This design comes from an exercise in tuning for small area on the open sky130 flow, not from production work. RTL that was checked went through simulation tests only; none was proved equivalent to the original.

==> flow/design.v (excerpt) <==
module bm_noise_out #(
   parameter int DEPTH = 8,
   parameter int AW    = 3
) (
   input  logic          clk,
   input  logic          rst_n,
   input  logic          in_valid,
   output logic          in_ready,
   input  logic [16:0]   f,
   input  logic [15:0]   g0,
   input  logic [15:0]   g1,
   output logic          out_valid,
   input  logic          out_ready,
   output logic [15:0]   out_data,
   output logic          out_idx,
   output logic [AW:0]   fifo_level
);
   logic               init_reg;
   logic               s0_valid_reg;
   logic               s1_valid_reg;
   logic               s2_valid_reg;
   logic [AW-1:0]      wr_ptr_reg;
   logic [AW-1:0]      slot_reg;
   logic [AW:0]        level_reg;
   logic               half_reg;
   logic [16:0]        mem_f  [0:DEPTH-1];
   logic [15:0]        mem_g0 [0:DEPTH-1];
   logic [15:0]        mem_g1 [0:DEPTH-1];
   logic               accept;
   logic               push;
   logic               pop;
   logic [AW+1:0]      occupancy;
   logic               mul_hi;
   logic [16:0]        mul_f;
   logic [15:0]        mul_g;
   logic [15:0]        mul_x;
   logic [15:0]        out_reg;
   assign occupancy = (AW+2)'(level_reg) + (AW+2)'(s0_valid_reg)
                    + (AW+2)'(s1_valid_reg) + (AW+2)'(s2_valid_reg);
   assign in_ready   = init_reg && (occupancy <= (AW+2)'(DEPTH - 1));
   assign accept     = in_valid && in_ready;
   assign push       = s2_valid_reg;
   assign out_valid  = (level_reg != '0);
   assign pop        = out_valid && out_ready && half_reg;
   assign out_idx    = half_reg;
   assign fifo_level = level_reg;
  ...
Size: ~1400 cells after synthesis, about 420 flip-flops, about 76 I/O pins, roughly 23000 um2 of cells after synthesis.
Settings: LEC_CHECK=0, CAP_MARGIN=20, CORE_MARGIN=2, CORE_UTILIZATION=40, CTS_BUF_LIST=sky130_fd_sc_hd__clkbuf_8, CTS_CLUSTER_DIAMETER=60, CTS_CLUSTER_SIZE=18, SLEW_MARGIN=20, SYNTH_HIERARCHICAL=1, SYNTH_MINIMUM_KEEP_SIZE=0; clock period 8.0 ns.
standard.sh (not shown) runs the stock make flow with config.mk's settings and CLKGATE_MAP_FILE= SYNTH_SCRIPT=/design/flow/synth_recipe.tcl, a recipe that flattens the netlist after the stock synthesis.
==> flow/flow/run.sh <==
#!/bin/bash
# The standard layout (the standard.sh: standard synthesis, then ORFS
# floorplan to finish) with two placement/CTS choices changed:
#  - port buffers use the smallest buffer cell (every port still gets one);
#  - clock tree synthesis adds no dummy loads (same buffers and clustering
#    as config.mk asks for).
set -euo pipefail
export BUFFER_PORTS_ARGS="-buffer_cell sky130_fd_sc_hd__buf_1"
export CTS_ARGS="-sink_clustering_enable -repair_clock_nets -dont_use_dummy_load -buf_list sky130_fd_sc_hd__clkbuf_8 -sink_clustering_size 18 -sink_clustering_max_diameter 60"
bash standard.sh > standard.log 2>&1
Next try:
--- a/flow/design.v
+++ b/flow/design.v
@@ -616,35 +616,38 @@
    bm_fa u_s707 (.x(s591), .y(c650), .z(s651), .s(s707), .c(c708));
    bm_fa u_s709 (.x(s595), .y(c652), .z(s653), .s(s709), .c(c710));
    bm_fa u_s711 (.x(s599), .y(c654), .z(s655), .s(s711), .c(c712));
    bm_fa u_s713 (.x(c600), .y(s657), .z(c656), .s(s713), .c(c714));
    bm_fa u_s715 (.x(s607), .y(c658), .z(s659), .s(s715), .c(c716));
    bm_fa u_s717 (.x(c608), .y(s661), .z(c660), .s(s717), .c(c718));
    bm_fa u_s719 (.x(c610), .y(s663), .z(c662), .s(s719), .c(c720));
    bm_fa u_s721 (.x(p256), .y(p271), .z(c664), .s(s721), .c(c722));
    logic [32:0] ra, rb, sum;
    assign ra = {1'b0, c722, c720, c718, c716, c714, c712, c710, c708, c706, c704, c702, c700, c698, c696, c694, c692, c690, c688, c686, c684, c682, c680, c678, c676, c674, c672, c670, c668, c666, s665, p2, p1};
    assign rb = {1'b1, p272, s721, s719, s717, s715, s713, s711, s709, s707, s705, s703, s701, s699, s697, s695, s693, s691, s689, s687, s685, s683, s681, s679, s677, s675, s673, s671, s669, s667, p33, p17, 1'b1};
-   logic [8:0] rc;
+   logic [11:0] rc;
    assign rc[0] = 1'b1;
    assign rc[1] = (ra[0] & rb[0]) | (ra[0] & rc[0]) | (rb[0] & rc[0]);
    assign rc[2] = (ra[1] & rb[1]) | (ra[1] & rc[1]) | (rb[1] & rc[1]);
    assign rc[3] = (ra[2] & rb[2]) | (ra[2] & rc[2]) | (rb[2] & rc[2]);
    assign rc[4] = (ra[3] & rb[3]) | (ra[3] & rc[3]) | (rb[3] & rc[3]);
    assign rc[5] = (ra[4] & rb[4]) | (ra[4] & rc[4]) | (rb[4] & rc[4]);
    assign rc[6] = (ra[5] & rb[5]) | (ra[5] & rc[5]) | (rb[5] & rc[5]);
    assign rc[7] = (ra[6] & rb[6]) | (ra[6] & rc[6]) | (rb[6] & rc[6]);
    assign rc[8] = (ra[7] & rb[7]) | (ra[7] & rc[7]) | (rb[7] & rc[7]);
-   logic [24:0] hi;
-   assign hi = ra[32:8] + rb[32:8] + 25'(rc[8]);
-   assign sum = {hi, 8'(0)};
+   assign rc[9] = (ra[8] & rb[8]) | (ra[8] & rc[8]) | (rb[8] & rc[8]);
+   assign rc[10] = (ra[9] & rb[9]) | (ra[9] & rc[9]) | (rb[9] & rc[9]);
+   assign rc[11] = (ra[10] & rb[10]) | (ra[10] & rc[10]) | (rb[10] & rc[10]);
+   logic [21:0] hi;
+   assign hi = ra[32:11] + rb[32:11] + 22'(rc[11]);
+   assign sum = {hi, 11'(0)};
    assign mul_x = ~sum[32:17];
    assign out_data = out_valid ? out_reg : 16'h0000;
    always_ff @(posedge clk or negedge rst_n) begin
       if (!rst_n) begin
          init_reg     <= 1'b0;
          s0_valid_reg <= 1'b0;
          s1_valid_reg <= 1'b0;
          s2_valid_reg <= 1'b0;
          wr_ptr_reg   <= '0;
          slot_reg     <= '0;
          level_reg    <= '0;
Setup slack gets worse by 0.041 ns.
Final area went down by 0.39%.
Hold slack degrades by 0.0060 ns.
First-iteration DRC count climbs by 2.0%.
Cell count fell by about 0.75%.
Critical path depth stays the same.
Die area came out lower by 0.62%.
Global-route usage went up by 0.20 points.
Via count goes down by about 0.5%.
Synthesized cell count goes down by about 1.8%.
No run of this note included a check of the RTL's function; only the layout flow was run.

========
Another version of the RTL of bm_noise_out (not shown whole).
Size in the first run: ~420 flip-flops, roughly 23000 um2 of cells after synthesis.
Settings: LEC_CHECK=0, CAP_MARGIN=20, CORE_MARGIN=2, CORE_UTILIZATION=40, CTS_BUF_LIST=sky130_fd_sc_hd__clkbuf_8, CTS_CLUSTER_DIAMETER=60, CTS_CLUSTER_SIZE=18, SLEW_MARGIN=20, SYNTH_HIERARCHICAL=1, SYNTH_MINIMUM_KEEP_SIZE=0; clock period 8.0 ns.
Scripts as last shown in full above: flow/flow/run.sh
The first run completed with no timing, DRC or antenna violations.
Next try:
--- a/flow/design.v
+++ b/flow/design.v
@@ -616,42 +616,23 @@
    bm_fa u_s707 (.x(s591), .y(c650), .z(s651), .s(s707), .c(c708));
    bm_fa u_s709 (.x(s595), .y(c652), .z(s653), .s(s709), .c(c710));
    bm_fa u_s711 (.x(s599), .y(c654), .z(s655), .s(s711), .c(c712));
    bm_fa u_s713 (.x(c600), .y(s657), .z(c656), .s(s713), .c(c714));
    bm_fa u_s715 (.x(s607), .y(c658), .z(s659), .s(s715), .c(c716));
    bm_fa u_s717 (.x(c608), .y(s661), .z(c660), .s(s717), .c(c718));
    bm_fa u_s719 (.x(c610), .y(s663), .z(c662), .s(s719), .c(c720));
    bm_fa u_s721 (.x(p256), .y(p271), .z(c664), .s(s721), .c(c722));
    logic [32:0] ra, rb, sum;
    assign ra = {1'b0, c722, c720, c718, c716, c714, c712, c710, c708, c706, c704, c702, c700, c698, c696, c694, c692, c690, c688, c686, c684, c682, c680, c678, c676, c674, c672, c670, c668, c666, s665, p2, p1};
    assign rb = {1'b1, p272, s721, s719, s717, s715, s713, s711, s709, s707, s705, s703, s701, s699, s697, s695, s693, s691, s689, s687, s685, s683, s681, s679, s677, s675, s673, s671, s669, s667, p33, p17, 1'b1};
-   logic [15:0] rc;
-   assign rc[0] = 1'b1;
-   assign rc[1] = (ra[0] & rb[0]) | (ra[0] & rc[0]) | (rb[0] & rc[0]);
-   assign rc[2] = (ra[1] & rb[1]) | (ra[1] & rc[1]) | (rb[1] & rc[1]);
-   assign rc[3] = (ra[2] & rb[2]) | (ra[2] & rc[2]) | (rb[2] & rc[2]);
-   assign rc[4] = (ra[3] & rb[3]) | (ra[3] & rc[3]) | (rb[3] & rc[3]);
-   assign rc[5] = (ra[4] & rb[4]) | (ra[4] & rc[4]) | (rb[4] & rc[4]);
-   assign rc[6] = (ra[5] & rb[5]) | (ra[5] & rc[5]) | (rb[5] & rc[5]);
-   assign rc[7] = (ra[6] & rb[6]) | (ra[6] & rc[6]) | (rb[6] & rc[6]);
-   assign rc[8] = (ra[7] & rb[7]) | (ra[7] & rc[7]) | (rb[7] & rc[7]);
-   assign rc[9] = (ra[8] & rb[8]) | (ra[8] & rc[8]) | (rb[8] & rc[8]);
-   assign rc[10] = (ra[9] & rb[9]) | (ra[9] & rc[9]) | (rb[9] & rc[9]);
-   assign rc[11] = (ra[10] & rb[10]) | (ra[10] & rc[10]) | (rb[10] & rc[10]);
-   assign rc[12] = (ra[11] & rb[11]) | (ra[11] & rc[11]) | (rb[11] & rc[11]);
-   assign rc[13] = (ra[12] & rb[12]) | (ra[12] & rc[12]) | (rb[12] & rc[12]);
-   assign rc[14] = (ra[13] & rb[13]) | (ra[13] & rc[13]) | (rb[13] & rc[13]);
-   assign rc[15] = (ra[14] & rb[14]) | (ra[14] & rc[14]) | (rb[14] & rc[14]);
-   logic [17:0] hi;
-   assign hi = ra[32:15] + rb[32:15] + 18'(rc[15]);
-   assign sum = {hi, 15'(0)};
+   assign sum = ra + rb + 33'd1;
    assign mul_x = ~sum[32:17];
    assign out_data = out_valid ? out_reg : 16'h0000;
    always_ff @(posedge clk or negedge rst_n) begin
       if (!rst_n) begin
          init_reg     <= 1'b0;
          s0_valid_reg <= 1'b0;
          s1_valid_reg <= 1'b0;
          s2_valid_reg <= 1'b0;
          wr_ptr_reg   <= '0;
          slot_reg     <= '0;
          level_reg    <= '0;
- sequential cell count stays the same
- setup slack improves by 120 ps
- via count rises by 3.7%
- final area rises by 1.2%
- routed wire length rises by 2.9%
- critical path depth falls by 2
- clock-buffer cell count rises by 4
For the first run of this note, only the layout was checked, not whether the RTL still works.

========
The RTL this note starts from:
==> flow/design.v <==
module bm_noise_out #(
   parameter int DEPTH = 8,
   parameter int AW    = 3
) (
   input  logic          clk,
   input  logic          rst_n,
   input  logic          in_valid,
   output logic          in_ready,
   input  logic [16:0]   f,
   input  logic [15:0]   g0,
   input  logic [15:0]   g1,
   output logic          out_valid,
   input  logic          out_ready,
   output logic [15:0]   out_data,
   output logic          out_idx,
   output logic [AW:0]   fifo_level
);
   logic               init_reg;
   logic               s0_valid_reg;
   logic               s1_valid_reg;
   logic               s2_valid_reg;
   logic [AW-1:0]      wr_ptr_reg;
   logic [AW-1:0]      rd_ptr_reg;
   logic [AW:0]        level_reg;
   logic               half_reg;
   logic [16:0]        mem_f  [0:DEPTH-1];
   logic [15:0]        mem_g0 [0:DEPTH-1];
   logic [15:0]        mem_g1 [0:DEPTH-1];
   logic               accept;
   logic               push;
   logic               pop;
   logic [AW+1:0]      occupancy;
   logic [16:0]        head_f;
   logic [15:0]        head_g;
   logic signed [33:0] prod;
   logic signed [33:0] rnd;
   assign occupancy = (AW+2)'(level_reg) + (AW+2)'(s0_valid_reg)
                    + (AW+2)'(s1_valid_reg) + (AW+2)'(s2_valid_reg);
   assign in_ready   = init_reg && (occupancy <= (AW+2)'(DEPTH - 1));
   assign accept     = in_valid && in_ready;
   assign push       = s2_valid_reg;
   assign out_valid  = (level_reg != '0);
   assign pop        = out_valid && out_ready && half_reg;
   assign out_idx    = half_reg;
   assign fifo_level = level_reg;
   assign head_f   = mem_f[rd_ptr_reg];
   assign head_g   = half_reg ? mem_g1[rd_ptr_reg] : mem_g0[rd_ptr_reg];
   assign prod     = $signed({1'b0, head_f}) * $signed(head_g);
   assign rnd      = prod + 34'sd65536;
   assign out_data = out_valid ? rnd[32:17] : 16'h0000;
   always_ff @(posedge clk or negedge rst_n) begin
      if (!rst_n) begin
         init_reg     <= 1'b0;
         s0_valid_reg <= 1'b0;
         s1_valid_reg <= 1'b0;
         s2_valid_reg <= 1'b0;
         wr_ptr_reg   <= '0;
         rd_ptr_reg   <= '0;
         level_reg    <= '0;
         half_reg     <= 1'b0;
      end else begin
         init_reg     <= 1'b1;
         s0_valid_reg <= accept;
         s1_valid_reg <= s0_valid_reg;
         s2_valid_reg <= s1_valid_reg;
         if (accept) wr_ptr_reg <= wr_ptr_reg + AW'(1);
         if (pop)    rd_ptr_reg <= rd_ptr_reg + AW'(1);
         level_reg <= level_reg + (AW+1)'(push) - (AW+1)'(pop);
         if (out_valid && out_ready) half_reg <= ~half_reg;
      end
   end
   always_ff @(posedge clk) begin
      if (accept) begin
         mem_f[wr_ptr_reg]  <= f;
         mem_g0[wr_ptr_reg] <= g0;
         mem_g1[wr_ptr_reg] <= g1;
      end
   end
endmodule
export LEC_CHECK = 0
export CAP_MARGIN = 20
export CORE_MARGIN = 2
export CORE_UTILIZATION = 40
export SLEW_MARGIN = 20
create_clock -name core_clock -period 8.0 [get_ports {clk}]
run.sh (not shown) runs the stock make flow with config.mk's settings and CLKGATE_MAP_FILE= SYNTH_SCRIPT=/design/flow/synth_recipe.tcl, a recipe that flattens the netlist after the stock synthesis.
Stock flow here: none of the scripts above is used.
The first run reached the layout checks and failed them: setup timing.
Next try:
--- a/flow/design.v
+++ b/flow/design.v
@@ -30,10 +30,12 @@
    logic               push;
    logic               pop;
    logic [AW+1:0]      occupancy;
-   logic [16:0]        head_f;
-   logic [15:0]        head_g;
-   logic signed [33:0] prod;
-   logic signed [33:0] rnd;
+   logic [AW-1:0]      mul_slot;
+   logic               mul_hi;
+   logic [16:0]        mul_f;
+   logic [15:0]        mul_g;
+   logic [15:0]        mul_x;
+   logic [15:0]        out_reg;
    assign occupancy = (AW+2)'(level_reg) + (AW+2)'(s0_valid_reg)
                     + (AW+2)'(s1_valid_reg) + (AW+2)'(s2_valid_reg);
    assign in_ready   = init_reg && (occupancy <= (AW+2)'(DEPTH - 1));
@@ -43,11 +45,14 @@
    assign pop        = out_valid && out_ready && half_reg;
    assign out_idx    = half_reg;
    assign fifo_level = level_reg;
-   assign head_f   = mem_f[rd_ptr_reg];
-   assign head_g   = half_reg ? mem_g1[rd_ptr_reg] : mem_g0[rd_ptr_reg];
-   assign prod     = $signed({1'b0, head_f}) * $signed(head_g);
-   assign rnd      = prod + 34'sd65536;
-   assign out_data = out_valid ? rnd[32:17] : 16'h0000;
+   assign mul_slot = rd_ptr_reg + AW'(half_reg);
+   assign mul_hi   = out_valid && !half_reg;
+   assign mul_f    = mem_f[mul_slot];
+   assign mul_g    = mul_hi ? mem_g1[mul_slot] : mem_g0[mul_slot];
+   logic signed [33:0] prod;
+   assign prod  = $signed({1'b0, mul_f}) * $signed(mul_g) + 34'sd65536;
+   assign mul_x = prod[32:17];
+   assign out_data = out_valid ? out_reg : 16'h0000;
    always_ff @(posedge clk or negedge rst_n) begin
       if (!rst_n) begin
          init_reg     <= 1'b0;
@@ -70,6 +75,9 @@
       end
    end
    always_ff @(posedge clk) begin
+      if (!out_valid || out_ready) out_reg <= mul_x;
+   end
+   always_ff @(posedge clk) begin
       if (accept) begin
          mem_f[wr_ptr_reg]  <= f;
          mem_g0[wr_ptr_reg] <= g0;
With this change the flow went through all stages and came out clean.
Via count fell by 3.3%.
Register-to-register slack loses 4200 ps.
Synthesized area rose by 1.8%.
Clock-buffer cell count rose by 4.
Worst setup slack gains 1600 ps.
Wire length fell by 4.7%.
Hold slack gains 10 ps.
Final area fell by 4.8%.
Flip-flop and latch count rose by 16.
Cell count fell by 5.2%.
First-iteration DRC count rose by 44%.

-- afterwards: timing with drivers on the ports --
The flow's constraints put no driver on any port. The routed layouts listed below were extracted and timed again, unchanged, in two steps. Step 1 assumes that a clkbuf_16 drives the clock port and a buf_2 every other input. Step 2 moves the port delays by t, midway between the first and last clock arrival at a register: inputs arrive t later, outputs are due t later. That takes back most of the time a late clock gives input paths. Slacks: no drivers / after step 1 / after step 2; pairs: no drivers / after step 1.
| run | t, ns | setup slack, ns | hold slack, ns | clock arrival spread, ns | slew at the worst register clock pin (ns) |
|---|---|---|---|---|---|
| the first run of note 1 | 0.623 | 0.540 / 0.540 / 0.540 | 0.410 / 0.410 / 0.410 | 0.083 / 0.083 | 0.11 / 0.11 |
| the second run of note 1 | 0.651 | 0.499 / 0.499 / 0.499 | 0.405 / 0.405 / 0.405 | 0.082 / 0.083 | 0.11 / 0.11 |
| the first run of note 2 | 0.672 | 0.486 / 0.486 / 0.486 | 0.411 / 0.411 / 0.411 | 0.104 / 0.104 | 0.11 / 0.11 |
| the second run of note 2 | 0.624 | 0.601 / 0.601 / 0.601 | 0.407 / 0.407 / 0.407 | 0.128 / 0.128 | 0.11 / 0.11 |
| the first run of note 3 | 0.570 | -1.340 / -1.388 / -0.819 | 0.399 / 0.399 / 0.399 | 0.014 / 0.015 | 0.07 / 0.07 |
| the second run of note 3 | 0.623 | 0.220 / 0.220 / 0.220 | 0.409 / 0.409 / 0.409 | 0.037 / 0.037 | 0.06 / 0.06 |
